What follows belongs to an exercise in optimizing a design on an open flow for small area; a production flow would make more cautious choices.
At most, simulation tests tie the RTL to the original design; equivalence was not proved.
No functional check of the RTL was part of run 2.
No activity file was given, so power comes from the tool's default toggle rates.

--- flow/design.v ---
package regfile_pkg;
   localparam int DEF_DATA_WIDTH = 20;
   localparam int DEF_REG_NUMBER = 5;
   localparam int DEF_NUM_READ   = 3;
endpackage
module regfile_read_port
#(
   parameter int DATA_WIDTH = regfile_pkg::DEF_DATA_WIDTH,
   parameter int REG_NUMBER = regfile_pkg::DEF_REG_NUMBER
)
(
   input  logic [REG_NUMBER-1:0]                    i_addr,
   input  logic [2**REG_NUMBER-1:1][DATA_WIDTH-1:0] i_regs_n,    
   input  logic [2**REG_NUMBER-1:1]                 i_busy_n,    
   input  logic                                     i_bypass_en,
   input  logic [1:0]                               i_wr_en,
   input  logic [2*REG_NUMBER-1:0]                  i_wr_addr,
   input  logic [2*DATA_WIDTH-1:0]                  i_wr_data_n,  
   input  logic                                     i_rsv_en,
   input  logic [REG_NUMBER-1:0]                    i_rsv_addr,
   output logic [DATA_WIDTH-1:0]                    o_data,
   output logic                                     o_busy
);
   localparam int DEPTH = 2**REG_NUMBER;
   logic w_nz, w_hit1, w_hit0, w_hit;
   logic w_hit1_n, w_hit0_n, w_keep, w_fwd_busy;
   logic [DEPTH-1:1] w_sel_n;
   assign w_nz   = (i_addr != '0);
   assign w_hit1 = i_bypass_en && w_nz && i_wr_en[1] &&
                   (i_wr_addr[2*REG_NUMBER-1:REG_NUMBER] == i_addr);
   assign w_hit0 = i_bypass_en && w_nz && i_wr_en[0] &&
                   (i_wr_addr[REG_NUMBER-1:0] == i_addr);
   assign w_hit  = w_hit1 || w_hit0;
   assign w_hit1_n = !w_hit1;
   assign w_hit0_n = !(w_hit0 && !w_hit1);
   assign w_keep   = !w_hit;
   assign w_fwd_busy = w_hit && i_rsv_en && (i_rsv_addr == i_addr);
   always_comb begin
      for (int r = 1; r < DEPTH; r++) begin
         w_sel_n[r] = (i_addr != REG_NUMBER'(r));
      end
   end
   genvar gb;
   generate
      for (gb = 0; gb <= DATA_WIDTH; gb++) begin : g_bit
         logic [DEPTH-1:1] w_val_n;
         logic             w_arr, w_fwd, w_out;
         if (gb < DATA_WIDTH) begin : g_d
            for (genvar r = 1; r < DEPTH; r++) begin : g_r
               assign w_val_n[r] = i_regs_n[r][gb];
            end
            regfile_oai22 u_fwd (.a(w_hit1_n), .b(i_wr_data_n[DATA_WIDTH+gb]),
                                 .c(w_hit0_n), .d(i_wr_data_n[gb]), .y(w_fwd));
         end else begin : g_b
            assign w_val_n = i_busy_n;
            assign w_fwd   = w_fwd_busy;
         end
         regfile_sel31 u_sel (.i_sel_n(w_sel_n), .i_val_n(w_val_n), .o(w_arr));
         regfile_ao21  u_out (.a1(w_arr), .a2(w_keep), .b(w_fwd), .y(w_out));
         if (gb < DATA_WIDTH) begin : g_od
            assign o_data[gb] = w_out;
         end else begin : g_ob
            assign o_busy = w_out;
         end
      end
   endgenerate
endmodule
module regfile_sel31
(
   input  logic [31:1] i_sel_n,
   input  logic [31:1] i_val_n,
   output logic        o
);
   logic [15:0] w_t;
   logic [3:0]  w_g;
   genvar gi;
   generate
      for (gi = 0; gi < 15; gi++) begin : g_pair
         regfile_oai22 u_p (.a(i_sel_n[2*gi+1]), .b(i_val_n[2*gi+1]),
                            .c(i_sel_n[2*gi+2]), .d(i_val_n[2*gi+2]), .y(w_t[gi]));
      end
   endgenerate
   regfile_nor2 u_last (.a(i_sel_n[31]), .b(i_val_n[31]), .y(w_t[15]));
   for (genvar gg = 0; gg < 4; gg++) begin : g_grp
      regfile_or4 u_g (.i(w_t[4*gg +: 4]), .o(w_g[gg]));
   end
   regfile_or4 u_or (.i(w_g), .o(o));
endmodule
module regfile_oai22 (input logic a, b, c, d, output logic y);
   assign y = !((a || b) && (c || d));
endmodule
module regfile_ao21 (input logic a1, a2, b, output logic y);
   assign y = (a1 && a2) || b;
endmodule
module regfile_or4 (input logic [3:0] i, output logic o);
   assign o = |i;
endmodule
module register_file_mp
#(
   parameter int DATA_WIDTH = regfile_pkg::DEF_DATA_WIDTH,
   parameter int REG_NUMBER = regfile_pkg::DEF_REG_NUMBER,
   parameter int NUM_READ   = regfile_pkg::DEF_NUM_READ
)
(
   input  logic                           clk,
   input  logic                           rst,
   input  logic [NUM_READ*REG_NUMBER-1:0] rs_addr,
   output logic [NUM_READ*DATA_WIDTH-1:0] rs_data,
   output logic [NUM_READ-1:0]            rs_busy,
   input  logic [1:0]                     wr_en,
   input  logic [2*REG_NUMBER-1:0]        wr_addr,
   input  logic [2*DATA_WIDTH-1:0]        wr_data,
   input  logic                           rsv_en,
   input  logic [REG_NUMBER-1:0]          rsv_addr,
   input  logic                           clr_req,
   output logic                           clr_busy
);
   localparam int DEPTH = 2**REG_NUMBER;
   logic [DEPTH-1:1][DATA_WIDTH-1:0] r_regs_n;
   logic [DEPTH-1:1]                 r_busy_n;
   logic                             r_sweep;
   logic [REG_NUMBER-1:0]            r_index;
   logic [REG_NUMBER-1:0]   w_wa0, w_wa1;
   logic [2*DATA_WIDTH-1:0] w_wd_n;
   logic [DEPTH-1:1][DATA_WIDTH-1:0] w_aoi;
   logic [DEPTH-1:1][DATA_WIDTH-1:0] w_d;
   logic [DEPTH-1:1]                 w_we0, w_we1, w_hold, w_rsv, w_clr, w_keep;
   assign w_wa0  = wr_addr[REG_NUMBER-1:0];
   assign w_wa1  = wr_addr[2*REG_NUMBER-1:REG_NUMBER];
   assign w_wd_n = ~wr_data;
   always_comb begin
      for (int r = 1; r < DEPTH; r++) begin
         w_we1[r]  = !r_sweep && wr_en[1] && (w_wa1 == REG_NUMBER'(r));
         w_we0[r]  = !r_sweep && wr_en[0] && (w_wa0 == REG_NUMBER'(r)) && !w_we1[r];
         w_hold[r] = !(w_we1[r] || w_we0[r]);
         w_rsv[r]  = !r_sweep && rsv_en && (rsv_addr == REG_NUMBER'(r));
         w_clr[r]  = rst || (r_sweep && (r_index == REG_NUMBER'(r)));
         w_keep[r] = !w_clr[r];
      end
   end
   genvar gr, gb;
   generate
      for (gr = 1; gr < DEPTH; gr++) begin : g_reg
         for (gb = 0; gb < DATA_WIDTH; gb++) begin : g_bit
            regfile_aoi222 u_next (
               .a1(w_we1[gr]),  .a2(w_wd_n[DATA_WIDTH+gb]),
               .b1(w_we0[gr]),  .b2(w_wd_n[gb]),
               .c1(w_hold[gr]), .c2(r_regs_n[gr][gb]),
               .y (w_aoi[gr][gb])
            );
            regfile_nand2 u_clr (.a(w_aoi[gr][gb]), .b(w_keep[gr]), .y(w_d[gr][gb]));
         end
      end
   endgenerate
   always_ff @(posedge clk) begin
      for (int r = 1; r < DEPTH; r++) begin
         r_regs_n[r] <= w_d[r];
         r_busy_n[r] <= w_clr[r] || !(w_rsv[r] || (w_hold[r] && !r_busy_n[r]));
      end
   end
   always_ff @(posedge clk) begin
      if (rst) begin
         r_sweep <= 1'b0;
      end else if (r_sweep) begin
         r_index <= r_index + 1'b1;
         if (r_index == '1) begin
            r_sweep <= 1'b0;
         end
      end else if (clr_req) begin
         r_sweep <= 1'b1;
         r_index <= REG_NUMBER'(1);
      end
   end
   assign clr_busy = r_sweep;
   generate
      for (gb = 0; gb < NUM_READ; gb++) begin : g_rd
         regfile_read_port #(
            .DATA_WIDTH (DATA_WIDTH),
            .REG_NUMBER (REG_NUMBER)
         ) u_read_port (
            .i_addr      (rs_addr[gb*REG_NUMBER +: REG_NUMBER]),
            .i_regs_n    (r_regs_n),
            .i_busy_n    (r_busy_n),
            .i_bypass_en (!r_sweep),
            .i_wr_en     (wr_en),
            .i_wr_addr   (wr_addr),
            .i_wr_data_n (w_wd_n),
            .i_rsv_en    (rsv_en),
            .i_rsv_addr  (rsv_addr),
            .o_data      (rs_data[gb*DATA_WIDTH +: DATA_WIDTH]),
            .o_busy      (rs_busy[gb])
         );
      end
   endgenerate
endmodule
module regfile_aoi222 (input logic a1, a2, b1, b2, c1, c2, output logic y);
   assign y = !((a1 && a2) || (b1 && b2) || (c1 && c2));
endmodule
module regfile_nand2 (input logic a, b, output logic y);
   assign y = !(a && b);
endmodule
module regfile_nor2 (input logic a, b, output logic y);
   assign y = !(a || b);
endmodule
--- flow/flow/run.sh ---
#!/bin/bash
# Layout flow: the standard ORFS flow (standard.sh, synthesis unchanged), with a few
# step options set through the ORFS variables the steps read:
#  - port buffers use buf_2 instead of the flow's default pick (a slow delay cell);
#  - the buffers Yosys/ABC put in are removed at floorplan, and repair_design re-buffers;
#  - CTS uses clkbuf_8, clusters up to 20 sinks within 50 um, and inserts no dummy loads;
#  - after global-route repair, non-critical gates are downsized (power recovery).
# standard.sh's output goes to standard.log; each ORFS step logs to orfs/logs/.
set -euo pipefail
export BUFFER_PORTS_ARGS="-buffer_cell sky130_fd_sc_hd__buf_2"
export REMOVE_ABC_BUFFERS=1
export CTS_ARGS="-sink_clustering_enable -repair_clock_nets -sink_clustering_size 20 -sink_clustering_max_diameter 50 -buf_list sky130_fd_sc_hd__clkbuf_8 -dont_use_dummy_load"
export RECOVER_POWER=100
bash standard.sh > standard.log 2>&1
--- flow/standard.sh ---
#!/bin/bash
# synth_recipe.tcl (not shown) runs the flow's synth.tcl, then flattens the netlist and writes it again
# the make line also repeats each setting of config.mk as NAME=value (left out here)
make -C /OpenROAD-flow-scripts/flow DESIGN_CONFIG=/design/flow/config.mk WORK_HOME=/design/flow/orfs CLKGATE_MAP_FILE= SYNTH_SCRIPT=/design/flow/synth_recipe.tcl "${@:-finish}"
--- flow/config.mk ---
export PLATFORM = sky130hd
export DESIGN_NAME = register_file_mp
export DESIGN_NICKNAME = register_file_mp
export VERILOG_FILES = /design/flow/design.v
export SDC_FILE = /design/flow/constraint.sdc
export NUM_CORES = 8
export LEC_CHECK = 0
export CAP_MARGIN = 10
export CORE_MARGIN = 2
export CORE_UTILIZATION = 35
export GPL_TIMING_DRIVEN = 0
export PLACE_DENSITY = 0.45
export SETUP_SLACK_MARGIN = 0.1
export SLEW_MARGIN = 10
export SYNTH_HIERARCHICAL = 1
--- flow/constraint.sdc ---
create_clock -name core_clock -period 7.0 [get_ports {clk}]
set_input_delay 1.4000 -clock core_clock [delete_from_list [all_inputs] [get_ports {clk}]]
set_output_delay 1.4000 -clock core_clock [all_outputs]
set_load 0.01 [all_outputs]
==> parameters.txt, run 1 <==
Parameter                              Value

Synthesis
  Async S/R FF share, synth    0%
  Area of the mapped netlist    0.0352 mm^2
  Synthesized-area fraction occupied by ao, oa, aoi and oai cells    39.1%
  Area share of and/or/nand/nor cells after synthesis    19.3%
  Combinational family with the most area after synthesis    compound AO/OA/AOI/OAI gates
  Total of warnings raised by yosys    8
  Adder-cell area share of the yosys netlist    0.213%
  Proportion of netlist area held by the largest area contributor    37.0%
  Xor/xnor cell area share of the yosys netlist    approximately 1.2%
  Mean post-synth cell area    8.76 um^2
  Post-Syn Instances    4020
  EDFF count, synth    5
  Distinct cells, synth    50
  Leading register cell type out of synthesis    sky130_fd_sc_hd__dfxtp_1
  Portion of netlist area occupied by mux cells    0%
  Sequential cell area fraction in the yosys report    37.5%
  Top cells by area, synth    sky130_fd_sc_hd__dfxtp_1 37%, sky130_fd_sc_hd__o22ai_1 18%, sky130_fd_sc_hd__a222oi_1 18%
  Largest area contributor in the netlist    sky130_fd_sc_hd__dfxtp_1
  Number of synthesized register bits    657

STA
  Worst Clk Skew    slightly below 0.08 ns
  Max_slew headroom    -89.9%
  Number of pins with negative max-slew slack in the final report    682
  Post-layout minimum cycle time    7.29 ns
  Crit share post-route    104%
  Maximum clock rate    137 MHz
  Transition time at the pin with the least slew margin    roughly 2.8 ns
  Worst setup slack after layout    -0.287 ns
  Setup violators final    47
  Final TNS setup    -5.24 ns
  Final hold vios    0

Setup path
  CP Max Fanout    21
  Required time at the endpoint of the critical path    approximately 5.6 ns
  Critical Path End Type    primary output
  Largest incremental delay on the critical path    1.24 ns
  Most used cell along the critical path    sky130_fd_sc_hd__or4_1
  Crit path launch type    input pin
  Kind of critical path    in -> out
  Worst-path cell with the longest stage delay    sky130_fd_sc_hd__nand2_1
  Arrival time of data at the critical path endpoint    roughly 5.9 ns
  Series of cell instances along the critical path    clkbuf_2 -> nor3b_1 -> nand2_1 -> o22ai_1 -> or4_1 -> or4_1 -> a21o_1 -> clkbuf_1

Final layout
  Filler cells    roughly 10k
  Fraction of layout cells with a size suffix above 1    11.8%
  Multi-input gate area    0.0217 mm^2
  Final Util    between 40% and 50%
  Number of nets in the layout    4444
  Area of all sequential standard cells    0.0132 mm^2
  Area grow syn2layout    17.7%

GRT
  All-Layer GR Usage    ~50%
  Pin count of the biggest net entering global routing    35
  Grt ovf    0
  Antenna violations before repair    79
  Wire length of the first global-routing pass    361000 um
  Number of global-route vias before repair    slightly above 40k

Place
  Pre-CTS worst setup slack    0.220 ns
  Routability cong.    1.11
  Detailed placer's ending HPWL    188000 um
  Count of port buffers added during placement    139

Pwr
  Net switching power    roughly 2.5 mW
  Combinational cell fraction of total power    14.5%
  Leakage power summed over all cells    14.1 nW
  Switching power as a share of total power    32.0%
  Cell internal pwr    5.34 mW
  Clock network fraction of total power    a little over a third
  Largest voltage drop on the vdd net    0.000143 V
  Share of total power in sequential cells    49.8%
  Power Dens Cells    190 mW/mm^2

Routing
  Remaining DRCs    0
  Vias per std cell    8.29
  Wirelength per Cell    about 48 um
  Detail Route Antenna Nets    0
  Number of violations reported at the end of detailed-routing iteration 0    12.6k
  TritonRoute pass-1 iters    13
  Total via count in the routed design    47.5k
  Total length of routed wires    ~270000 um

Clock tree
  CTS max path bufs    3
  Post-CTS setup buffers    0
  Number of H-tree branching levels    3
  Number of clock sinks    657
  Worst-skew pair later-pin latency    ~0.85 ns
  Register clock-pin slew on the reported worst setup and hold paths    0.05 ns
  Root cell of the clock tree    sky130_fd_sc_hd__clkbuf_8
  # hold bufs at CTS    0
  Number of buffers added by the clock tree synthesis step    ~100
  CTS tree    built

Die
  DIE WIDTH    321 um
  Floorplan core area    0.100 mm^2
  Placement Rows    116
  Starting density of the core    35.2%
  Floorplan die height    321 um
  Die area    0.103 mm^2
  I/O pins    140

Job
  Max-cap violations    41

Worst hold path
  Class of the worst hold path    reg -> reg

Outcome
  Reasons for failing layout checks    capacitance limit, slew limit, setup timing
  Result of the run    failed layout checks
## flip-flops by register name, summed over array words and instances (netlist names)
name / cells
r_busy_n: 31
r_regs_n: 620
r_sweep: 1
r_index: 5
## power by group through the flow
stage / Clock (mW) / Sequential, mW / Combinational, mW
global placement: 0 / 3.99 / 0.951
floorplan: 0 / 3.96 / 0.458
CTS: 2.79 / 3.91 / 1.11
finish: 2.81 / 3.91 / 1.14
detailed placement: 0 / 3.99 / 1.11
global route: 2.95 / 3.92 / 1.12
## synth_stat cells, types with 4 or more instances
| library cell | instances |
|---|---|
| sky130_fd_sc_hd__o22ai_1 | 1005 |
| sky130_fd_sc_hd__nand2_1 | 734 |
| sky130_fd_sc_hd__dfxtp_1 | 652 |
| sky130_fd_sc_hd__a222oi_1 | 620 |
| sky130_fd_sc_hd__or4_1 | 316 |
| sky130_fd_sc_hd__nor2_1 | 108 |
| sky130_fd_sc_hd__buf_4 | 70 |
| sky130_fd_sc_hd__a21o_1 | 63 |
| sky130_fd_sc_hd__a21oi_1 | 61 |
| sky130_fd_sc_hd__inv_1 | 47 |
| sky130_fd_sc_hd__nor3_1 | 42 |
| sky130_fd_sc_hd__o21ai_1 | 30 |
| sky130_fd_sc_hd__a211oi_1 | 29 |
| sky130_fd_sc_hd__clkbuf_1 | 28 |
| sky130_fd_sc_hd__xor2_1 | 25 |
| sky130_fd_sc_hd__xnor2_1 | 19 |
| sky130_fd_sc_hd__nand2b_1 | 14 |
| sky130_fd_sc_hd__nor2b_1 | 14 |
| sky130_fd_sc_hd__nor4_1 | 13 |
| sky130_fd_sc_hd__nor3b_1 | 12 |
| sky130_fd_sc_hd__nor3_2 | 10 |
| sky130_fd_sc_hd__nor3_4 | 10 |
| sky130_fd_sc_hd__and3b_1 | 9 |
| sky130_fd_sc_hd__and3_1 | 8 |
| sky130_fd_sc_hd__buf_2 | 6 |
| sky130_fd_sc_hd__buf_6 | 6 |
| sky130_fd_sc_hd__ha_1 | 6 |
| sky130_fd_sc_hd__nor2_2 | 6 |
| sky130_fd_sc_hd__and2_1 | 5 |
| sky130_fd_sc_hd__edfxtp_1 | 5 |
| sky130_fd_sc_hd__or2_1 | 4 |
## worst max-delay path, delay by kind of cell
kind / cells / cell delay (ns)
buffers and inverters: 2 / 0.58
AOI/OAI and AO/OA: 2 / 0.54
and+or+nand+nor: 4 / 3.33
## modules after synthesis, one instance, submodules excluded, a selection
module | cells | flip-flops and latches | cell area, um^2
regfile_or4 | 1 | 0 | 7.51
regfile_ao21 | 1 | 0 | 7.51
regfile_nor2 | 1 | 0 | 3.75
register_file_mp | 1031 | 657 | 15300
regfile_aoi222 | 1 | 0 | 10.0
regfile_nand2 | 1 | 0 | 3.75
regfile_oai22 | 1 | 0 | 6.26
## cell families after synthesis
logic type,Yosys count
AO/OA/AOI/OAI,1820
XOR/XNOR,47
adder cells (fa/ha/maj),6
buffers and inverters,158
flip-flops,657
AND/OR/NAND/NOR,1332
## final timing paths
check                startpoint            end  slack (ns)  depth (start not counted)
hold / removal    r_regs_n[530]  r_regs_n[530]        0.55                          2
setup reg to reg        r_sweep    r_regs_n[4]        0.86                          7
hold reg to reg   r_regs_n[530]  r_regs_n[530]        0.55                          2
setup / recovery    rs_addr[11]    rs_data[49]       -0.29                          8
## timing repair
| action | CTS | global route |
|---|---|---|
| setup endpoints to repair | 9 | 1 |
| gates cloned | 0 | 0 |
| resized for setup | 1 | 1 |
## routing by layer
metal,up-vias,wire [um],global-route usage [%]
met1,23067,97200,61.3
li1,18349,-,-
met4,34,26200,36.5
met5,-,277,0.993
met2,4811,106000,69.6
met3,1234,44300,22.7
## layout make-up
class                      count  share of cell area, %
multi-input combinational   3205                   52.4
inverter                      47                  0.426
sequential                   657                   31.8
timing repair buffer         352                   7.72
clock buffer                  99                   3.29
antenna                       70                  0.423
tap                         1298                   3.92
## through the flow
stage	hold slack (ns)	instances	cell area (um^2)	power [mW]
2_1_floorplan	0.514	3909	34500	4.42
3_3_place_gp	0.528	5346	36800	4.94
3_5_place_dp	0.533	5554	41000	5.10
4_1_cts	0.549	5653	42400	7.81
5_1_grt	0.567	5683	41300	7.99
6_report	0.553	5728	41500	7.86
## layout by cell type, fill, tap and decap left out, types with 6 or more instances in the layout
master                     instances
sky130_fd_sc_hd__buf_4            66
sky130_fd_sc_hd__a21oi_1          32
sky130_fd_sc_hd__buf_8            21
sky130_fd_sc_hd__o22ai_1        1005
sky130_fd_sc_hd__nand2_2          10
sky130_fd_sc_hd__a211oi_1         29
sky130_fd_sc_hd__a222oi_1        620
sky130_fd_sc_hd__diode_2          70
sky130_fd_sc_hd__buf_16           25
sky130_fd_sc_hd__or4_1           316
sky130_fd_sc_hd__clkbuf_1        103
sky130_fd_sc_hd__and3_1            8
sky130_fd_sc_hd__inv_1             7
sky130_fd_sc_hd__nor2b_1          11
sky130_fd_sc_hd__nand2_1         724
sky130_fd_sc_hd__o21ai_1          26
sky130_fd_sc_hd__xnor2_1          19
sky130_fd_sc_hd__nor3_2           33
sky130_fd_sc_hd__inv_2            40
sky130_fd_sc_hd__and3b_1           9
sky130_fd_sc_hd__nor4_2           12
sky130_fd_sc_hd__nor2_2            9
sky130_fd_sc_hd__a21oi_4          28
sky130_fd_sc_hd__buf_12           29
sky130_fd_sc_hd__a21o_1           63
sky130_fd_sc_hd__xor2_1           25
sky130_fd_sc_hd__buf_6            31
sky130_fd_sc_hd__ha_1              6
sky130_fd_sc_hd__buf_2            73
sky130_fd_sc_hd__clkbuf_8         99
sky130_fd_sc_hd__nor3_4            9
sky130_fd_sc_hd__nor3_1           20
sky130_fd_sc_hd__dfxtp_1         651
sky130_fd_sc_hd__nor2_1          103
sky130_fd_sc_hd__nor3b_1           9
sky130_fd_sc_hd__nand2b_1         14
==> run 2, diff against run 1 <==
--- a/flow/design.v
+++ b/flow/design.v
@@ -74,3 +74,2 @@
    logic [15:0] w_t;
-   logic [3:0]  w_g;
    genvar gi;
@@ -83,6 +82,3 @@
    regfile_nor2 u_last (.a(i_sel_n[31]), .b(i_val_n[31]), .y(w_t[15]));
-   for (genvar gg = 0; gg < 4; gg++) begin : g_grp
-      regfile_or4 u_g (.i(w_t[4*gg +: 4]), .o(w_g[gg]));
-   end
-   regfile_or4 u_or (.i(w_g), .o(o));
+   regfile_or16 u_or   (.i(w_t), .o(o));
 endmodule
@@ -94,3 +90,3 @@
 endmodule
-module regfile_or4 (input logic [3:0] i, output logic o);
+module regfile_or16 (input logic [15:0] i, output logic o);
    assign o = |i;
==> flow/run.sh (new file) <==
#!/bin/bash
# synth_recipe.tcl (not shown) runs the flow's synth.tcl, then flattens the netlist and writes it again
# the make line also repeats each setting of config.mk as NAME=value (left out here)
make -C /OpenROAD-flow-scripts/flow DESIGN_CONFIG=/design/flow/config.mk WORK_HOME=/design/flow/orfs CLKGATE_MAP_FILE= SYNTH_SCRIPT=/design/flow/synth_recipe.tcl finish
--- a/flow/config.mk
+++ b/flow/config.mk
@@ -7,9 +7,10 @@
 export LEC_CHECK = 0
-export CAP_MARGIN = 10
+export CAP_MARGIN = 0
 export CORE_MARGIN = 2
 export CORE_UTILIZATION = 35
+export CTS_CLUSTER_DIAMETER = 60
+export CTS_CLUSTER_SIZE = 30
 export GPL_TIMING_DRIVEN = 0
 export PLACE_DENSITY = 0.45
-export SETUP_SLACK_MARGIN = 0.1
-export SLEW_MARGIN = 10
+export SLEW_MARGIN = 0
 export SYNTH_HIERARCHICAL = 1
removed: flow/flow/run.sh
removed: flow/standard.sh
==> parameters.txt, run 2 <==
Parameter                              Value

Outcome
  Result of the run    failed layout checks
  Reasons for failing layout checks    capacitance limit, slew limit, setup timing

Setup path
  Endpoint of the worst-slack reg-to-reg timing path    r_regs_n[453]
  Origin of the critical flop-to-flop path    r_sweep
  Arrival time of data at the critical path endpoint    5.88 ns (about the same)
  Largest incremental delay on the critical path    1.22 ns (-0.02 ns)
  Crit path launch type    input pin
  Worst-path cell with the longest stage delay    sky130_fd_sc_hd__nor4_1
  Critical Path End Type    primary output
  R2R cell count    8 (+1)
  CP Max Fanout    21 (unchanged)
  Required time at the endpoint of the critical path    5.60 ns (about the same)
  Series of cell instances along the critical path    clkdlybuf4s50_1 -> buf_4 -> and3b_1 -> nand2_2 -> o22ai_1 -> nor4_1 -> nand4_1 -> a21o_1 -> buf_4 -> clkdlybuf4s50_1
  Kind of critical path    in -> out
  CP Launch Point    rs_addr[12]
  Reg-to-reg setup timing slack    2.95 ns (+2.09 ns)

Synthesis
  Number of synthesized register bits    657 (unchanged)
  Portion of netlist area occupied by mux cells    0% (unchanged)
  Async S/R FF share, synth    0% (unchanged)
  Distinct cells, synth    50 (unchanged)
  Largest area contributor in the netlist    sky130_fd_sc_hd__dfxtp_1
  Most common cell in the synthesized netlist    sky130_fd_sc_hd__o22ai_1
  Leading post-synthesis cells by instance count    1005 x sky130_fd_sc_hd__o22ai_1, 734 x sky130_fd_sc_hd__nand2_1, 652 x sky130_fd_sc_hd__dfxtp_1
  Synthesized-area fraction occupied by ao, oa, aoi and oai cells    39.6% (+0.44 points)
  Sequential cell area fraction in the yosys report    37.9% (+0.42 points)
  Area share of and/or/nand/nor cells after synthesis    18.4% (-0.91 points)
  Mean post-synth cell area    8.67 um^2 (-1.1%)
  Area of the mapped netlist    0.0348 mm^2 (-1.1%)
  Xor/xnor cell area share of the yosys netlist    1.25% (+0.014 points)
  Top cells by area, synth    sky130_fd_sc_hd__dfxtp_1 37%, sky130_fd_sc_hd__o22ai_1 18%, sky130_fd_sc_hd__a222oi_1 18%
  Proportion of netlist area held by the largest area contributor    37.5% (+0.42 points)
  EDFF count, synth    5 (unchanged)
  Total of warnings raised by yosys    8 (unchanged)
  Leading register cell type out of synthesis    sky130_fd_sc_hd__dfxtp_1
  Combinational family with the most area after synthesis    compound AO/OA/AOI/OAI gates
  Adder-cell area share of the yosys netlist    0.215% (+0.0024 points)
  Post-Syn Instances    4020 (unchanged)

Job
  Max-cap violations    5 (-88%)

Routing
  TritonRoute pass-1 iters    12 (-1)
  Total via count in the routed design    48.6k (+2.4%)
  Number of violations reported at the end of detailed-routing iteration 0    12.2k (-2.4%)
  Total length of routed wires    276000 um (+0.66%)
  Remaining DRCs    0 (unchanged)
  Uppermost layer routed    met5
  Vias per std cell    8.26 (-0.36%)
  Detail Route Antenna Nets    0 (unchanged)
  Met3 wirelength from detailed routing    47600 um (+7.4%)
  Detailed-routed wire length on met2    106000 um (+0.45%)
  Wirelength per Cell    46.8 um (-2.0%)
  Met1 wire length    94600 um (-2.7%)

STA
  Crit share post-route    104% (-0.13 points)
  Unrepaired setup endpoints after global routing    yes
  Maximum clock rate    137 MHz (+0.13%)
  Setup violators final    39 (-17%)
  Max_slew headroom    -3.49% (+86 points)
  Number of pins with negative max-slew slack in the final report    52 (-92%)
  Worst Clk Skew    0.0321 ns (-0.0459 ns)
  Tightest hold margin    0.554 ns (+0.00105 ns)
  Transition time at the pin with the least slew margin    1.55 ns (-1.30 ns)
  Post-layout minimum cycle time    7.28 ns (-0.00945 ns)
  Worst setup slack after layout    -0.277 ns (+0.00945 ns)
  Final hold vios    0 (unchanged)

Final layout
  Area grow syn2layout    32.6%
  Most common library cell in the layout ignoring fill and taps    sky130_fd_sc_hd__o22ai_1
  Most used cells in the layout excluding fill and tap cells    1005 x sky130_fd_sc_hd__o22ai_1, 652 x sky130_fd_sc_hd__dfxtp_1, 646 x sky130_fd_sc_hd__nand2_1, 620 x sky130_fd_sc_hd__a222oi_1, 181 x sky130_fd_sc_hd__buf_4
  Final Util    46.9% (+5.4 points)
  Flip-flop count of the largest register, all copies and words added    620 (unchanged)
  Number of nets in the layout    4590 (+3.3%)
  Registers with the most flip-flops    r_regs_n (620), r_busy_n (31), r_index (5)
  Fraction of layout cells with a size suffix above 1    20.3% (+8.6 points)
  Register with the most flip-flops    r_regs_n
  Filler cells    9546 (-6.3%)

GRT
  Antenna violations before repair    35 (-56%)
  Grt ovf    0 (unchanged)
  Number of global-route vias before repair    43.4k (+5.3%)
  Pin count of the biggest net entering global routing    35 (unchanged)
  Wire length of the first global-routing pass    368000 um (+1.9%)
  All-Layer GR Usage    51.4% (+1.0 points)

Pwr
  Largest voltage drop on the vdd net    0.000196 V (+37%)
  Switching power as a share of total power    31.0% (-1.0 points)
  Leakage power summed over all cells    14.7 nW (+4.6%)
  Cell internal pwr    6.75 mW (+26%)
  Power Dens Cells    212 mW/mm^2 (+12%)
  Combinational cell fraction of total power    12.9% (-1.6 points)
  Clock network fraction of total power    47.2% (+12 points)
  Share of total power in sequential cells    39.9% (-9.9 points)
  Net switching power    3.03 mW (+21%)

Place
  Detailed placer's ending HPWL    185000 um (-1.6%)
  Count of port buffers added during placement    132 (-5.0%)
  Routability cong.    1.12 (+0.79%)

Worst hold path
  Worst hold start    r_regs_n[311]
  Worst hold stages    2 (unchanged)
  Class of the worst hold path    reg -> reg
  Worst hold endpoint    r_regs_n[311]

Clock tree
  Register clock-pin slew on the reported worst setup and hold paths    0.06 ns (about the same)
  Worst-skew pair later-pin latency    0.69 ns (-0.16 ns)
  Number of clock sinks    657 (unchanged)
  CTS max path bufs    3 (unchanged)
  # hold bufs at CTS    0 (unchanged)
  CTS tree    built
  Root cell of the clock tree    sky130_fd_sc_hd__clkbuf_16
  Number of buffers added by the clock tree synthesis step    79 (-20%)
  Number of H-tree branching levels    3 (unchanged)

Die
  Starting density of the core    35.3% (+0.11 points)
  DIE WIDTH    320 um (-0.55%)
  Floorplan core area    0.0986 mm^2 (-1.4%)
  Die area    0.102 mm^2 (-1.1%)
  I/O pins    140 (unchanged)
  Floorplan die height    320 um (-0.55%)
  Placement Rows    115 (-0.86%)
==> run 2: per-module statistics from Yosys, one instance, submodules excluded, excerpt <==
module / cell area, um^2 / times used / cells
register_file_mp: 15300 / 1 / 1031
regfile_or16: 31.3 / 63 / 5
regfile_aoi222: 10.0 / 620 / 1
regfile_ao21: 7.51 / 63 / 1
regfile_oai22: 6.26 / 1005 / 1
regfile_nand2: 3.75 / 620 / 1
regfile_nor2: 3.75 / 63 / 1
==> run 2: how the worst max path moves through the flow <==
stage | slack, ns | to | depth (start not counted)
after floorplan | 2.16 | rs_data[0] | 8
after global placement | -3.07 | r_regs_n[534] | 6
after detailed placement | -0.54 | rs_data[57] | 10
after CTS | -0.06 | rs_data[34] | 11
after global routing | -0.006 | rs_data[8] | 10
final | -0.28 | rs_data[40] | 10
==> run 2: cell type report <==
type | count | area, um^2 | area share [%]
tap | 1287 | 1610 | 3.49
antenna | 22 | 55.1 | 0.119
clock inverter | 59 | 697 | 1.51
clock buffer | 89 | 2120 | 4.59
timing repair buffer | 407 | 4830 | 10.4
inverter | 47 | 176 | 0.382
buffer | 111 | 749 | 1.62
multi-input combinational | 3205 | 22800 | 49.3
sequential | 657 | 13200 | 28.6
==> run 2: per-layer routing <==
metal,vias up,track usage [%]
met5,-,1.47
met4,30,38.4
met3,1408,27.6
met2,4948,70.7
met1,23521,59.5
li1,18707,-
==> run 2: critical path: cells and delay by family <==
family | cells | cell delay [ns]
buffers and inverters | 4 | 1.38
AOI/OAI and AO/OA | 2 | 0.44
and+or+nand+nor | 4 | 2.62
==> run 2: cell families (layout without fill, tap and decap cells) <==
| group | count (synthesis) | in the layout |
|---|---|---|
| AND/OR/NAND/NOR | 1332 | 1332 |
| buffers and inverters | 158 | 713 |
| adder cells (fa/ha/maj) | 6 | 6 |
| other | 0 | 22 |
| AO/OA/AOI/OAI | 1820 | 1820 |
| XOR/XNOR | 47 | 47 |
| flip-flops | 657 | 657 |
==> run 2: what timing repair did <==
item | 4_1_cts | 5_1_grt
setup buffers | 0 | 2
gates resized for setup | 80 | 60
pin swaps | 0 | 1
setup endpoints to repair | 48 | 50
==> run 2: metrics by stage <==
step	instance area, um^2	cells	setup WS [ns]	total power, mW	TNS, ns
after floorplan	34800	4020	2.16	4.46	0
after global placement	37800	5439	-3.07	4.99	-691.65
after detailed placement	42600	5707	-0.544	5.14	-17.76
after CTS	45800	5855	-0.0599	9.66	-0.129
after global routing	46100	5864	-0.00610	9.91	-0.00610
final	46200	5884	-0.277	9.78	-3.35
==> run 2: power groups by stage <==
stage	Combinational, mW	Clock [mW]	Sequential, mW
floorplan	0.503	0	3.96
global placement	1.01	0	3.98
detailed placement	1.16	0	3.98
CTS	1.17	4.59	3.90
global route	1.24	4.75	3.91
finish	1.26	4.62	3.90
==> run 3, diff against run 2 <==
--- a/flow/design.v
+++ b/flow/design.v
@@ -74,2 +74,3 @@
    logic [15:0] w_t;
+   logic [3:0]  w_g;
    genvar gi;
@@ -82,3 +83,6 @@
    regfile_nor2 u_last (.a(i_sel_n[31]), .b(i_val_n[31]), .y(w_t[15]));
-   regfile_or16 u_or   (.i(w_t), .o(o));
+   for (genvar gg = 0; gg < 4; gg++) begin : g_grp
+      regfile_or4 u_g (.i(w_t[4*gg +: 4]), .o(w_g[gg]));
+   end
+   regfile_or4 u_or (.i(w_g), .o(o));
 endmodule
@@ -90,3 +94,3 @@
 endmodule
-module regfile_or16 (input logic [15:0] i, output logic o);
+module regfile_or4 (input logic [3:0] i, output logic o);
    assign o = |i;
@@ -120,5 +124,7 @@
    logic [2*DATA_WIDTH-1:0] w_wd_n;
+   logic [DATA_WIDTH-1:0]   w_wd1_cn;
+   logic                    w_clr_any;
    logic [DEPTH-1:1][DATA_WIDTH-1:0] w_aoi;
    logic [DEPTH-1:1][DATA_WIDTH-1:0] w_d;
-   logic [DEPTH-1:1]                 w_we0, w_we1, w_hold, w_rsv, w_clr, w_keep;
+   logic [DEPTH-1:1]                 w_we0, w_we1, w_hold, w_rsv, w_clr;
    assign w_wa0  = wr_addr[REG_NUMBER-1:0];
@@ -126,5 +132,8 @@
    assign w_wd_n = ~wr_data;
+   assign w_clr_any = rst || r_sweep;
+   assign w_wd1_cn  = w_wd_n[2*DATA_WIDTH-1:DATA_WIDTH] | {DATA_WIDTH{w_clr_any}};
    always_comb begin
       for (int r = 1; r < DEPTH; r++) begin
-         w_we1[r]  = !r_sweep && wr_en[1] && (w_wa1 == REG_NUMBER'(r));
+         w_clr[r]  = rst || (r_sweep && (r_index == REG_NUMBER'(r)));
+         w_we1[r]  = (!r_sweep && wr_en[1] && (w_wa1 == REG_NUMBER'(r))) || w_clr[r];
          w_we0[r]  = !r_sweep && wr_en[0] && (w_wa0 == REG_NUMBER'(r)) && !w_we1[r];
@@ -132,4 +141,2 @@
          w_rsv[r]  = !r_sweep && rsv_en && (rsv_addr == REG_NUMBER'(r));
-         w_clr[r]  = rst || (r_sweep && (r_index == REG_NUMBER'(r)));
-         w_keep[r] = !w_clr[r];
       end
@@ -141,3 +148,3 @@
             regfile_aoi222 u_next (
-               .a1(w_we1[gr]),  .a2(w_wd_n[DATA_WIDTH+gb]),
+               .a1(w_we1[gr]),  .a2(w_wd1_cn[gb]),
                .b1(w_we0[gr]),  .b2(w_wd_n[gb]),
@@ -146,3 +153,3 @@
             );
-            regfile_nand2 u_clr (.a(w_aoi[gr][gb]), .b(w_keep[gr]), .y(w_d[gr][gb]));
+            regfile_inv u_inv (.a(w_aoi[gr][gb]), .y(w_d[gr][gb]));
          end
@@ -194,4 +201,4 @@
 endmodule
-module regfile_nand2 (input logic a, b, output logic y);
-   assign y = !(a && b);
+module regfile_inv (input logic a, output logic y);
+   assign y = !a;
 endmodule
--- a/flow/config.mk
+++ b/flow/config.mk
@@ -7,3 +7,3 @@
 export LEC_CHECK = 0
-export CAP_MARGIN = 0
+export CAP_MARGIN = 10
 export CORE_MARGIN = 2
@@ -14,3 +14,4 @@
 export PLACE_DENSITY = 0.45
-export SLEW_MARGIN = 0
+export SETUP_SLACK_MARGIN = 0.1
+export SLEW_MARGIN = 10
 export SYNTH_HIERARCHICAL = 1
==> parameters.txt, run 3 <==
Parameter                              Value

Final layout
  Filler cells    9867 (+3.4%)
  Registers with the most flip-flops    r_regs_n (620), r_busy_n (31), r_index (5)
  Flip-flop count of the largest register, all copies and words added    620 (unchanged)
  Final non-filler cell area    0.0447 mm^2 (-3.1%)
  Most common library cell in the layout ignoring fill and taps    sky130_fd_sc_hd__o22ai_1
  Number of cells in the finished layout apart from fillers    5795 (-1.5%)
  Most used cells in the layout excluding fill and tap cells    1012 x sky130_fd_sc_hd__o22ai_1, 655 x sky130_fd_sc_hd__inv_1, 652 x sky130_fd_sc_hd__dfxtp_1, 620 x sky130_fd_sc_hd__a222oi_1, 294 x sky130_fd_sc_hd__or4_1
  Fraction of layout cells with a size suffix above 1    15.0% (-5.4 points)
  Register with the most flip-flops    r_regs_n
  Area grow syn2layout    26.8%
  Number of nets in the layout    4482 (-2.4%)

STA
  Crit share post-route    102% (-2.0 points)
  Maximum clock rate    140 MHz (+2.0%)
  Transition time at the pin with the least slew margin    1.47 ns (-0.0809 ns)
  Worst Clk Skew    0.0313 ns (-0.000804 ns)
  Number of pins with negative max-slew slack in the final report    0 (-100%)
  Post-layout minimum cycle time    7.14 ns (-0.142 ns)
  Max_slew headroom    2.23% (+5.7 points)
  Worst setup slack after layout    -0.135 ns (+0.142 ns)
  Unrepaired setup endpoints after global routing    yes
  Setup violators final    12 (-69%)
  Final hold vios    0 (unchanged)

Pwr
  Switching power as a share of total power    34.3% (+3.3 points)
  Cell internal pwr    7.70 mW (+14%)
  Net switching power    4.02 mW (+33%)
  Leakage power summed over all cells    18.4 nW (+25%)
  Power Dens Cells    262 mW/mm^2 (+24%)
  Largest voltage drop on the vdd net    0.000167 V (-15%)
  Combinational cell fraction of total power    21.1% (+8.2 points)
  Share of total power in sequential cells    38.9% (-1.0 points)
  Clock network fraction of total power    40.1% (-7.1 points)

Synthesis
  Leading post-synthesis cells by instance count    1012 x sky130_fd_sc_hd__o22ai_1, 675 x sky130_fd_sc_hd__inv_1, 652 x sky130_fd_sc_hd__dfxtp_1
  Post-Syn Instances    4037 (+0.42%)
  Top cells by area, synth    sky130_fd_sc_hd__dfxtp_1 37%, sky130_fd_sc_hd__o22ai_1 18%, sky130_fd_sc_hd__a222oi_1 18%
  Mean post-synth cell area    8.74 um^2 (+0.89%)
  Total of warnings raised by yosys    8 (unchanged)
  Largest area contributor in the netlist    sky130_fd_sc_hd__dfxtp_1
  Distinct cells, synth    70 (+40%)
  Most common cell in the synthesized netlist    sky130_fd_sc_hd__o22ai_1
  Sequential cell area fraction in the yosys report    37.4% (-0.49 points)
  Proportion of netlist area held by the largest area contributor    37.0% (-0.49 points)
  Area of the mapped netlist    0.0353 mm^2 (+1.3%)
  EDFF count, synth    5 (unchanged)
  Leading register cell type out of synthesis    sky130_fd_sc_hd__dfxtp_1
  Number of synthesized register bits    657 (unchanged)
  Async S/R FF share, synth    0% (unchanged)

GRT
  Wire length of the first global-routing pass    343000 um (-6.8%)
  Grt ovf    0 (unchanged)
  Number of global-route vias before repair    40.3k (-7.2%)
  Pin count of the biggest net entering global routing    27 (-23%)
  Antenna violations before repair    56 (+60%)
  All-Layer GR Usage    47.8% (-3.6 points)

Clock tree
  Root cell of the clock tree    sky130_fd_sc_hd__clkbuf_16
  CTS max path bufs    3 (unchanged)
  # hold bufs at CTS    0 (unchanged)
  Number of buffers added by the clock tree synthesis step    84 (+6.3%)
  Worst-skew pair later-pin latency    0.70 ns (about the same)
  CTS tree    built
  Number of clock sinks    657 (unchanged)
  Number of H-tree branching levels    3 (unchanged)
  Register clock-pin slew on the reported worst setup and hold paths    0.06 ns (about the same)

Routing
  Detail Route Antenna Nets    0 (unchanged)
  Total length of routed wires    258000 um (-6.4%)
  Remaining DRCs    0 (unchanged)
  TritonRoute pass-1 iters    14 (+2)
  Wirelength per Cell    44.5 um (-4.9%)
  Number of violations reported at the end of detailed-routing iteration 0    11.2k (-9.0%)
  Total via count in the routed design    44.9k (-7.6%)
  Vias per std cell    7.75 (-6.2%)

Place
  Inst Count DP    5609 (-1.7%)
  Routability cong.    1.08 (-3.2%)
  Detailed placer's ending HPWL    172000 um (-6.6%)
  Count of port buffers added during placement    132 (unchanged)
  Post-DP Area    0.0411 mm^2 (-3.7%)

Job
  Max-cap violations    0 (-5)

Setup path
  Kind of critical path    in -> out
  Critical Path End Type    primary output
  Arrival time of data at the critical path endpoint    5.74 ns (-0.14 ns)
  Crit path launch type    input pin
  Required time at the endpoint of the critical path    5.60 ns (about the same)
  CP Max Fanout    21 (unchanged)

Die
  Floorplan core area    0.100 mm^2 (+1.5%)
  Placement Rows    116 (+0.87%)
  Floorplan die height    322 um (+0.65%)
  Die area    0.103 mm^2 (+1.3%)
  DIE WIDTH    322 um (+0.65%)
  I/O pins    140 (unchanged)
  Starting density of the core    35.3% (-0.049 points)

Outcome
  Reasons for failing layout checks    setup timing
  Result of the run    failed layout checks

Worst hold path
  Class of the worst hold path    reg -> reg
run 3: changes by cell type after synthesis, sizes merged, moves of 23 or more:
cell,previous run,this run
or4,1,315
a21oi,61,16
nand4,69,8
a211oi,29,1
o21ai,30,7
inv,47,675
nor3,62,37
nand2,734,142
nor2,114,147
nor4,268,11
run 3: cell type report:
| type | instances | area, um^2 | area share [%] |
|---|---|---|---|
| buffer | 109 | 752 | 1.68 |
| antenna | 26 | 65.1 | 0.145 |
| sequential | 657 | 13200 | 29.5 |
| multi-input combinational | 2596 | 20000 | 44.8 |
| clock inverter | 64 | 697 | 1.56 |
| timing repair buffer | 277 | 3610 | 8.07 |
| tap | 1298 | 1620 | 3.63 |
| inverter | 675 | 2530 | 5.66 |
| clock buffer | 93 | 2220 | 4.96 |
run 3: timing repair:
item | CTS | global route
pin swaps | 1 | 1
setup buffers | 1 | 2
cloned | 0 | 0
gates resized for setup | 122 | 58
endpoints found under the setup margin | 63 | 56
run 3: modules after synthesis (local to each module, per instance), a selection:
| module | flip-flops and latches | cells inside | times used | cell area [um^2] |
|---|---|---|---|---|
| regfile_or4 | 0 | 1 | 315 | 7.51 |
| regfile_nor2 | 0 | 1 | 63 | 3.75 |
| regfile_oai22 | 0 | 1 | 1005 | 6.26 |
| regfile_ao21 | 0 | 1 | 63 | 7.51 |
| regfile_aoi222 | 0 | 1 | 620 | 10.0 |
| register_file_mp | 657 | 1048 | 1 | 15400 |
| regfile_inv | 0 | 1 | 620 | 3.75 |
run 3: per-layer routing:
metal / GRT usage, % / vias up / part of all wire, % / routed length (um)
met1: 59.0 / 21823 / 36 / 93300
met3: 20.9 / 1024 / 16 / 41000
li1: - / 17910 / - / -
met4: 33.7 / 42 / 8.6 / 22300
met5: 0 / - / 0.11 / 272
met2: 65.8 / 4099 / 39 / 101000
run 3: critical path, cell delays in order:
cell	delay, ns
sky130_fd_sc_hd__clkdlybuf4s50_1	0.69
sky130_fd_sc_hd__buf_6	0.21
sky130_fd_sc_hd__nor3b_2	0.73
sky130_fd_sc_hd__nand2_2	0.68
sky130_fd_sc_hd__o22ai_1	0.41
sky130_fd_sc_hd__or4_1	0.62
sky130_fd_sc_hd__or4_1	0.22
sky130_fd_sc_hd__a21o_1	0.12
sky130_fd_sc_hd__buf_4	0.09
sky130_fd_sc_hd__clkdlybuf4s50_1	0.52
run 3: cell families (layout without fill, tap and decap cells):
family | Yosys count | count (layout) | synth area share (%)
AND/OR/NAND/NOR | 772 | 772 | 13.1
adder cells (fa/ha/maj) | 6 | 6 | 0.213
XOR/XNOR | 47 | 47 | 1.23
buffers and inverters | 784 | 1218 | 9.31
AO/OA/AOI/OAI | 1771 | 1771 | 38.7
other | 0 | 26 | 0
flip-flops | 657 | 657 | 37.4
run 3: path summary, 6_finish.rpt:
kind	from	to	slack [ns]	cells after the start
max	rs_addr[0]	rs_data[19]	-0.14	10
min	r_busy_n[25]	r_busy_n[25]	0.49	2
max reg2reg	r_sweep	r_regs_n[481]	2.42	9
min reg2reg	r_busy_n[25]	r_busy_n[25]	0.49	2
run 3: power groups by stage:
stage                     Sequential (mW)  Clock [mW]  Combinational, mW
after floorplan                      4.51           0               1.18
after global routing                 4.61        4.85               2.50
after CTS                            4.54        4.70               2.32
after detailed placement             4.62           0               2.29
final                                4.56        4.70               2.47
after global placement               4.60           0               2.16
run 3: per-stage QoR:
stage | setup TNS (ns) | power, mW | worst slack [ns] | util, % | hold WS, ns
final | -0.628 | 11.7 | -0.135 | 44.7 | 0.492
after global routing | 0 | 12.0 | 0.0423 | 44.7 | 0.510
after CTS | 0 | 11.6 | 0.0319 | 44.4 | 0.488
after detailed placement | -27.60 | 6.91 | -0.679 | 41.1 | 0.481
after global placement | -558.08 | 6.77 | -4.49 | 38.2 | 0.471
after floorplan | 0 | 5.70 | 1.95 | - | 0.450
==> run 4, diff against run 3 <==
==> flow/flow/run.sh (new file) <==
#!/bin/bash
# Layout flow: the standard ORFS flow (standard.sh, synthesis unchanged), with a few
# step options set through the ORFS variables the steps read:
#  - port buffers use buf_2 instead of the flow's default pick (a slow delay cell);
#  - the buffers Yosys/ABC put in are removed at floorplan, and repair_design re-buffers;
#  - before repair_design, drivers of nets with 20+ loads get drive strength 2 (presize.tcl);
#  - CTS uses clkbuf_8, clusters up to 20 sinks within 50 um, and inserts no dummy loads;
# standard.sh's output goes to standard.log; each ORFS step logs to orfs/logs/.
set -euo pipefail
here=$(cd "$(dirname "$0")" && pwd)
export BUFFER_PORTS_ARGS="-buffer_cell sky130_fd_sc_hd__buf_2"
export REMOVE_ABC_BUFFERS=1
export PRE_RESIZE_TCL="$here/presize.tcl"
export CTS_ARGS="-sink_clustering_enable -repair_clock_nets -sink_clustering_size 20 -sink_clustering_max_diameter 50 -buf_list sky130_fd_sc_hd__clkbuf_8 -dont_use_dummy_load"
bash standard.sh > standard.log 2>&1
==> flow/flow/presize.tcl (new file) <==
# Sourced before repair_design (PRE_RESIZE_TCL): give the driver of every net with 20 or
# more loads drive strength 2, so that repair_design need not buffer those nets.
set n_up 0
foreach net [get_nets *] {
  set loads [get_pins -quiet -of_objects $net -filter "direction==input"]
  if {[llength $loads] < 20} continue
  set drv [get_pins -quiet -of_objects $net -filter "direction==output"]
  if {[llength $drv] != 1} continue
  set inst [get_cells -of_objects $drv]
  set m [get_property $inst ref_name]
  if {[regexp {^(sky130_fd_sc_hd__[a-z0-9]+)_[0-9]+$} $m -> base]} {
    set want ${base}_2
    if {$want ne $m && [llength [get_lib_cells -quiet */$want]]} { replace_cell $inst $want; incr n_up }
  }
}
puts "presize: resized $n_up drivers"
==> flow/standard.sh (new file) <==
#!/bin/bash
# synth_recipe.tcl (not shown) runs the flow's synth.tcl, then flattens the netlist and writes it again
# the make line also repeats each setting of config.mk as NAME=value (left out here)
make -C /OpenROAD-flow-scripts/flow DESIGN_CONFIG=/design/flow/config.mk WORK_HOME=/design/flow/orfs CLKGATE_MAP_FILE= SYNTH_SCRIPT=/design/flow/synth_recipe.tcl "${@:-finish}"
--- a/flow/config.mk
+++ b/flow/config.mk
@@ -10,4 +10,2 @@
 export CORE_UTILIZATION = 35
-export CTS_CLUSTER_DIAMETER = 60
-export CTS_CLUSTER_SIZE = 30
 export GPL_TIMING_DRIVEN = 0
removed: flow/run.sh
==> parameters.txt, run 4 <==
Parameter                              Value

Outcome
  Result of the run  no timing/DRC/antenna violations

Clock tree
  CTS max path bufs    3 (unchanged)
  Post-CTS Resized    0 (-100%)
  # hold bufs at CTS    0 (unchanged)
  CTS tree    built
  Root cell of the clock tree    sky130_fd_sc_hd__clkbuf_8
  Post-CTS setup buffers    0 (-1)
  Number of buffers added by the clock tree synthesis step    101 (+20%)
  Register clock-pin slew on the reported worst setup and hold paths    0.08 ns (+0.02 ns)
  Worst-skew pair later-pin latency    0.82 ns (+0.12 ns)
  Number of clock sinks    657 (unchanged)
  Number of H-tree branching levels    3 (unchanged)

Pwr
  Largest voltage drop on the vdd net    0.000124 V (-26%)
  Clock network fraction of total power    30.0% (-10 points)
  Final total power    9.51 mW (-19%)
  Cell internal pwr    6.11 mW (-21%)
  Share of total power in sequential cells    48.1% (+9.2 points)
  Combinational cell fraction of total power    22.0% (+0.9 points)
  Net switching power    3.40 mW (-15%)
  Power Dens Cells    235 mW/mm^2 (-10%)
  Switching power as a share of total power    35.7% (+1.5 points)
  Leakage power summed over all cells    16.5 nW (-10%)

GRT
  All-Layer GR Usage    44.8% (-3.0 points)
  Pin count of the biggest net entering global routing    36 (+33%)
  Antenna violations before repair    41 (-27%)
  Grt ovf    0 (unchanged)
  Wire length of the first global-routing pass    325000 um (-5.2%)
  Number of global-route vias before repair    38.4k (-4.7%)

Synthesis
  EDFF count, synth    5 (unchanged)
  Area of the mapped netlist    0.0353 mm^2 (unchanged)
  Async S/R FF share, synth    0% (unchanged)
  Top cells by area, synth    sky130_fd_sc_hd__dfxtp_1 37%, sky130_fd_sc_hd__o22ai_1 18%, sky130_fd_sc_hd__a222oi_1 18%
  Total of warnings raised by yosys    8 (unchanged)
  Distinct cells, synth    70 (unchanged)
  Most common cell in the synthesized netlist    sky130_fd_sc_hd__o22ai_1
  Leading register cell type out of synthesis    sky130_fd_sc_hd__dfxtp_1
  Post-Syn Instances    4037 (unchanged)
  Largest area contributor in the netlist    sky130_fd_sc_hd__dfxtp_1
  Sequential cell area fraction in the yosys report    37.4% (unchanged)
  Mean post-synth cell area    8.74 um^2 (unchanged)
  Number of synthesized register bits    657 (unchanged)
  Proportion of netlist area held by the largest area contributor    37.0% (unchanged)
  Leading post-synthesis cells by instance count    1012 x sky130_fd_sc_hd__o22ai_1, 675 x sky130_fd_sc_hd__inv_1, 652 x sky130_fd_sc_hd__dfxtp_1

Final layout
  Flip-flop count of the largest register, all copies and words added    620 (unchanged)
  Area grow syn2layout    14.6%
  Most used cells in the layout excluding fill and tap cells    1012 x sky130_fd_sc_hd__o22ai_1, 652 x sky130_fd_sc_hd__inv_1, 651 x sky130_fd_sc_hd__dfxtp_1, 620 x sky130_fd_sc_hd__a222oi_1, 315 x sky130_fd_sc_hd__or4_1
  Final non-filler cell area    0.0405 mm^2 (-9.6%)
  Filler cells    10.1k (+2.2%)
  Number of cells in the finished layout apart from fillers    5562 (-4.0%)
  Registers with the most flip-flops    r_regs_n (620), r_busy_n (31), r_index (5)
  Most common library cell in the layout ignoring fill and taps    sky130_fd_sc_hd__o22ai_1
  Number of nets in the layout    4311 (-3.8%)
  Register with the most flip-flops    r_regs_n
  Fraction of layout cells with a size suffix above 1    13.4% (-1.5 points)

Worst hold path
  Worst hold endpoint    r_busy_n[12]
  Worst hold stages    2 (unchanged)
  Class of the worst hold path    reg -> reg
  Worst hold start    r_busy_n[12]

Routing
  Number of violations reported at the end of detailed-routing iteration 0    10.6k (-4.9%)
  Total length of routed wires    243000 um (-5.8%)
  TritonRoute pass-1 iters    14 (unchanged)
  Total via count in the routed design    43.9k (-2.3%)
  Wirelength per Cell    43.7 um (-1.8%)
  Vias per std cell    7.89 (+1.8%)
  Remaining DRCs    0 (unchanged)
  Detail Route Antenna Nets    0 (unchanged)

STA
  Crit share post-route    97.1% (-4.8 points)
  Final hold vios    0 (unchanged)
  Transition time at the pin with the least slew margin    1.37 ns (-0.0979 ns)
  Maximum clock rate    147 MHz (+5.0%)
  Post-layout minimum cycle time    6.80 ns (-0.338 ns)
  Max_slew headroom    8.54% (+6.3 points)
  Setup violators final    0 (-12)
  Final TNS setup    0 ns (+0.628 ns)
  Worst Clk Skew    0.0971 ns (+0.0658 ns)
  Worst setup slack after layout    0.203 ns (+0.338 ns)
  Number of pins with negative max-slew slack in the final report    0 (unchanged)
  Unrepaired setup endpoints after global routing    no

Setup path
  R2R cell count    7 (-2)
  Crit path launch type    input pin
  Critical Path End Type    primary output
  Endpoint of the worst-slack reg-to-reg timing path    r_regs_n[14]
  Kind of critical path    in -> out
  Origin of the critical flop-to-flop path    r_sweep
  Arrival time of data at the critical path endpoint    5.40 ns (-0.34 ns)
  Reg-to-reg setup timing slack    3.21 ns (+0.79 ns)
  Required time at the endpoint of the critical path    5.60 ns (about the same)
  CP Max Fanout    21 (unchanged)

Place
  Inst Count DP    5418 (-3.4%)
  Count of port buffers added during placement    139 (+5.3%)
  Detailed placer's ending HPWL    155000 um (-9.9%)
  Routability cong.    1.08 (-0.46%)
  Pre-CTS worst setup slack    0.550 ns (+1.23 ns)
  Post-DP Area    0.0389 mm^2 (-5.3%)

Die
  Placement Rows    116 (unchanged)
  Starting density of the core    35.3% (unchanged)
  Floorplan core area    0.100 mm^2 (unchanged)
  Die area    0.103 mm^2 (unchanged)
  Floorplan die height    322 um (unchanged)
  DIE WIDTH    322 um (unchanged)
  I/O pins    140 (unchanged)

Job
  Max-cap violations    0 (unchanged)
[run 4: cell counts after synthesis]
Identical to the previous run, type by type.
[run 4: final cells by class]
cell class,instances,area [um^2],share of cell area [%]
multi-input cells,2596,19800,49.0
flip-flops and latches,657,13200,32.6
well taps,1298,1620,4.01
inverters,675,2530,6.26
clock buffers,101,1390,3.44
repair buffers,198,1810,4.46
diodes,37,92.6,0.229
[run 4: metrics by stage]
stage | hold slack, ns | util [%]
2_1_floorplan | 0.450 | -
3_3_place_gp | 0.471 | 36.9
3_5_place_dp | 0.476 | 38.9
4_1_cts | 0.486 | 40.3
5_1_grt | 0.500 | 40.4
6_report | 0.491 | 40.5
[run 4: per-module statistics from Yosys (local to each module, per instance), excerpt]
| module | flops+latches | times used | cells | area (um^2) |
|---|---|---|---|---|
| regfile_or4 | 0 | 315 | 1 | 7.51 |
| regfile_ao21 | 0 | 63 | 1 | 7.51 |
| register_file_mp | 657 | 1 | 1048 | 15400 |
| regfile_aoi222 | 0 | 620 | 1 | 10.0 |
| regfile_nor2 | 0 | 63 | 1 | 3.75 |
| regfile_inv | 0 | 620 | 1 | 3.75 |
| regfile_oai22 | 0 | 1005 | 1 | 6.26 |
[run 4: cell families after synthesis]
family          count (synthesis)  share of synthesized area, %
flops                         657                          37.4
simple gates                  772                          13.1
fa+ha+maj                       6                         0.213
xor+xnor                       47                          1.23
buf+inv                       784                          9.31
compound gates               1771                          38.7
[run 4: worst max path at each step]
stage / start / to / slack [ns] / cells after the start
floorplan: rs_addr[3] / rs_busy[0] / 2.27 / 6
global placement: wr_en[1] / r_regs_n[561] / -3.17 / 6
detailed placement: wr_addr[9] / rs_data[12] / 0.55 / 8
CTS: wr_addr[9] / rs_data[12] / 0.54 / 8
global route: wr_addr[9] / rs_data[32] / 0.32 / 8
finish: wr_addr[9] / rs_data[12] / 0.20 / 8
[run 4: routing by layer]
layer | vias to the layer above | GRT usage [%] | routed length, um
met5 | - | 1.18 | 133
met4 | 20 | 26.5 | 18500
met3 | 914 | 19.4 | 37800
met2 | 3968 | 62.8 | 96600
met1 | 21483 | 56.4 | 90100
li1 | 17475 | - | -
[run 4: power groups by stage]
stage | clock network [mW] | registers (mW) | logic (mW)
2_1_floorplan | 0 | 4.51 | 1.05
3_3_place_gp | 0 | 4.62 | 1.87
3_5_place_dp | 0 | 4.63 | 1.95
4_1_cts | 2.87 | 4.55 | 1.96
5_1_grt | 3.00 | 4.62 | 2.11
6_report | 2.85 | 4.57 | 2.09
[run 4: worst max-delay path: stages]
cell and delay (ns):
sky130_fd_sc_hd__buf_2 0.32, sky130_fd_sc_hd__xor2_1 0.13, sky130_fd_sc_hd__nor4_2 0.54, sky130_fd_sc_hd__nand4_2 1.12, sky130_fd_sc_hd__nand2_2 1.22, sky130_fd_sc_hd__o22ai_1 0.14, sky130_fd_sc_hd__a21o_1 0.31, sky130_fd_sc_hd__buf_2 0.18

separate check: timing with driven ports:
The flow's constraints put no driver on any port. The routed layouts listed below were extracted and timed again, unchanged, in two steps. Step 1 assumes that a clkbuf_16 drives the clock port and a buf_2 every other input. Step 2 adds t to the input delays and takes it off the output delays; t is the mean of the earliest and latest rising clock arrival at the registers after step 1. Input paths then give back, and output paths get back, about the clock's delay inside the block. Slacks: no drivers / after step 1 / after step 2; pairs: no drivers / after step 1.
run	t (ns)	setup slack, ns	clock arrival spread, ns	worst register clock-pin slew, ns	worst data-port slew with drivers (ns)
run 1	0.879	-0.287 / -0.318 / -0.534	0.098 / 0.098	0.10 / 0.10	0.07
run 2	0.762	-0.277 / -0.302 / -0.302	0.049 / 0.049	0.08 / 0.08	0.07
run 3	0.762	-0.135 / -0.157 / -0.157	0.033 / 0.033	0.08 / 0.08	0.09
run 4	0.840	0.203 / 0.058 / 0.058	0.124 / 0.124	0.09 / 0.09	0.24
For run 1, which loses most, drivers alone change the setup slack by -0.031 ns; drivers and shift together by -0.247 ns.
